What follows belongs to an exercise in optimizing a design on an open flow for small area; a production flow would make more cautious choices.
Only simulation tests tie the RTL to the original design; equivalence was not proved.
Power is estimated from default activity; no workload was simulated.

run a:
==> flow/design.v <==
package reg_file_pkg;
  localparam int RF_DATA_W = 32;
  localparam int RF_ADDR_W = 5;
  localparam int RF_NREGS  = 32;
  localparam logic [RF_ADDR_W-1:0] REG_ZERO = 5'd0;
endpackage
module rf_hold (
  input  logic en_i,
  input  logic en_ni,
  input  logic x_i,
  input  logic q_i,
  output logic d_o
);
  assign d_o = ~((en_ni | x_i) & (en_i | q_i));
endmodule
module rf_aoi222 (
  input  logic s0_i,
  input  logic d0_i,
  input  logic s1_i,
  input  logic d1_i,
  input  logic s2_i,
  input  logic d2_i,
  output logic y_no
);
  assign y_no = ~((s0_i & d0_i) | (s1_i & d1_i) | (s2_i & d2_i));
endmodule
module reg_file
#(
  parameter int DATA_W = reg_file_pkg::RF_DATA_W,
  parameter int ADDR_W = reg_file_pkg::RF_ADDR_W,
  parameter int NREGS  = reg_file_pkg::RF_NREGS
) (
  input  logic              clk,
  input  logic              reset,
  input  logic              wr_en,
  input  logic [ADDR_W-1:0] wr_addr,
  input  logic [DATA_W-1:0] wr_data,
  input  logic [ADDR_W-1:0] rs_addr,
  input  logic [ADDR_W-1:0] rt_addr,
  output logic [DATA_W-1:0] rs_data,
  output logic [DATA_W-1:0] rt_data
);
  localparam int NGRP = (NREGS - 1) / 3;
  logic [DATA_W-1:0] words [NREGS];
  logic [NREGS-1:1]  wr_sel;
  logic [NREGS-1:1]  valid_q;
  logic [NREGS-1:0]  valid_ext;
  logic [NREGS-1:1]  rs_sel;
  logic [NREGS-1:1]  rt_sel;
  logic              phase_q;
  logic [DATA_W-1:0] wr_enc;
  logic [DATA_W-1:0] rs_raw;
  logic [DATA_W-1:0] rt_raw;
  logic              rs_flip;
  logic              rt_flip;
  always_comb begin
    wr_sel = '0;
    for (int i = 1; i < NREGS; i++) begin
      wr_sel[i] = wr_en && (wr_addr == ADDR_W'(i));
    end
  end
  always_ff @(posedge clk or posedge reset) begin
    if (reset) begin
      valid_q <= '0;
    end else begin
      valid_q <= valid_q | wr_sel;
    end
  end
  always_ff @(posedge clk or posedge reset) begin
    if (reset) begin
      phase_q <= 1'b0;
    end else begin
      phase_q <= ~phase_q;
    end
  end
  assign wr_enc = ~(wr_data ^ {DATA_W{phase_q}});
  assign words[0] = '0;
  for (genvar g = 1; g < NREGS; g++) begin : g_row
    logic [DATA_W-1:0] word_q;
    logic [DATA_W-1:0] word_d;
    logic              wr_sel_n;
    assign wr_sel_n = ~wr_sel[g];
    for (genvar b = 0; b < DATA_W; b++) begin : g_bit
      rf_hold u_hold (
        .en_i  (wr_sel[g]),
        .en_ni (wr_sel_n),
        .x_i   (wr_enc[b]),
        .q_i   (word_q[b]),
        .d_o   (word_d[b])
      );
    end
    always_ff @(posedge clk) begin
      word_q <= word_d;
    end
    assign words[g] = word_q;
  end
  always_comb begin
    for (int i = 1; i < NREGS; i++) begin
      rs_sel[i] = valid_q[i] && (rs_addr == ADDR_W'(i));
      rt_sel[i] = valid_q[i] && (rt_addr == ADDR_W'(i));
    end
  end
  for (genvar b = 0; b < DATA_W; b++) begin : g_bit
    logic [NGRP-1:0] rs_grp_n;
    logic [NGRP-1:0] rt_grp_n;
    logic            rs_rest;
    logic            rt_rest;
    for (genvar k = 0; k < NGRP; k++) begin : g_grp
      rf_aoi222 u_rs (
        .s0_i (rs_sel[3*k+1]), .d0_i (words[3*k+1][b]),
        .s1_i (rs_sel[3*k+2]), .d1_i (words[3*k+2][b]),
        .s2_i (rs_sel[3*k+3]), .d2_i (words[3*k+3][b]),
        .y_no (rs_grp_n[k])
      );
      rf_aoi222 u_rt (
        .s0_i (rt_sel[3*k+1]), .d0_i (words[3*k+1][b]),
        .s1_i (rt_sel[3*k+2]), .d1_i (words[3*k+2][b]),
        .s2_i (rt_sel[3*k+3]), .d2_i (words[3*k+3][b]),
        .y_no (rt_grp_n[k])
      );
    end
    always_comb begin
      rs_rest = 1'b0;
      rt_rest = 1'b0;
      for (int i = 3 * NGRP + 1; i < NREGS; i++) begin
        rs_rest = rs_rest | (rs_sel[i] & words[i][b]);
        rt_rest = rt_rest | (rt_sel[i] & words[i][b]);
      end
    end
    assign rs_raw[b] = rs_rest | ~&rs_grp_n;
    assign rt_raw[b] = rt_rest | ~&rt_grp_n;
  end
  assign valid_ext = {valid_q, 1'b0};
  assign rs_flip   = valid_ext[rs_addr] & ~phase_q;
  assign rt_flip   = valid_ext[rt_addr] & ~phase_q;
  assign rs_data = rs_raw ^ {DATA_W{rs_flip}};
  assign rt_data = rt_raw ^ {DATA_W{rt_flip}};
endmodule
clock: 7.0 ns
lec_check: 0
cap_margin: 20
core_margin: 2
core_utilization: 45
cts_buf_list: sky130_fd_sc_hd__clkbuf_16
cts_cluster_diameter: 90
cts_cluster_size: 28
slew_margin: 20
synth_hierarchical: 1
standard.sh (not shown) runs the stock make flow with config.mk's settings and CLKGATE_MAP_FILE= SYNTH_SCRIPT=/design/flow/synth_recipe.tcl, a recipe that flattens the netlist after the stock synthesis.
==> flow/flow/run.sh <==
#!/bin/bash
# The standard ORFS layout, with one change: the buffers that the flow puts
# on every input and output port are the smallest buffer cell (buf_1) instead
# of the cell buffer_ports picks by default (clkdlybuf4s50_1). Every port still
# gets its own buffer. The make output goes to standard_flow.log here; ORFS
# keeps each step's log under orfs/logs/.
set -euo pipefail
bash standard.sh "BUFFER_PORTS_ARGS=-buffer_cell sky130_fd_sc_hd__buf_1" finish > standard_flow.log 2>&1
The final layout from run a, which completed every stage, passed the timing, design-rule and antenna checks at the end of the flow.
[inputs] run b vs run a
-- flow/design.v --
<<< run a, line 45
  logic [NREGS-1:1]  wr_sel;
  logic [NREGS-1:1]  valid_q;
  logic [NREGS-1:0]  valid_ext;
  logic [NREGS-1:1]  rs_sel;
  logic [NREGS-1:1]  rt_sel;
>>> run b, line 45
  logic [NREGS-1:1]  wr_sel;
  logic [NREGS-1:1]  valid_q;
  logic [NREGS-1:1]  rs_sel;
  logic [NREGS-1:1]  rt_sel;
<<< run a, line 131
    assign rt_raw[b] = rt_rest | ~&rt_grp_n;
  end
  assign valid_ext = {valid_q, 1'b0};
  assign rs_flip   = valid_ext[rs_addr] & ~phase_q;
  assign rt_flip   = valid_ext[rt_addr] & ~phase_q;
  assign rs_data = rs_raw ^ {DATA_W{rs_flip}};
  assign rt_data = rt_raw ^ {DATA_W{rt_flip}};
>>> run b, line 130
    assign rt_raw[b] = rt_rest | ~&rt_grp_n;
  end
  assign rs_flip = (|rs_sel) & ~phase_q;
  assign rt_flip = (|rt_sel) & ~phase_q;
  assign rs_data = rs_raw ^ {DATA_W{rs_flip}};
  assign rt_data = rt_raw ^ {DATA_W{rt_flip}};
==> run notes <==
Per the comparison of run b with run a, highest ir drop seen on vdd fell about 13%; number of global-route vias before repair fell 0.61%; number of instances in the synthesized netlist fell 32; number of buffers outside the clock class in the layout fell 42.
Run b against run a: share of cell area taken by flip-flops and latches higher, setup slack went up by 0.22 ns, total number of vias now sits lower.
Run a reports its highest routing layer actually used as met4 while run b reports met5.
Power attributed to the clock group essentially unchanged between run b and run a.
Total power went down slightly going from run a to run b.
Re part of the Yosys area used for sequential elements: run b and run a aren't equal, and the lower value belongs to run a.

what the ideal ports hide:
The flow's constraints put no driver on any port. The routed layouts listed below were extracted and timed again, unchanged, in two steps. Step 1, drivers: a clkbuf_16 drives clk and a buf_2 each remaining input, both assumed. Step 2 moves the port delays by t, midway between the first and last clock arrival at a register: inputs arrive t later, outputs are due t later. That takes back most of the time a late clock gives input paths. a / b / c = ideal / step 1 / step 2; a / b = the first two.
| run | t (ns) | setup slack, ns | worst hold slack (ns) | worst data-port slew with drivers (ns) |
|---|---|---|---|---|
| run a | 0.707 | 0.210 / 0.183 / 0.183 | 0.477 / 0.477 / 0.477 | 0.05 |
| run b | 0.706 | 0.425 / 0.313 / 0.313 | 0.483 / 0.483 / 0.483 | 0.13 |
After both steps every run listed still meets setup and hold. The setup slack of run b, which loses most, moves by -0.112 ns with the drivers and by -0.112 ns with both steps.
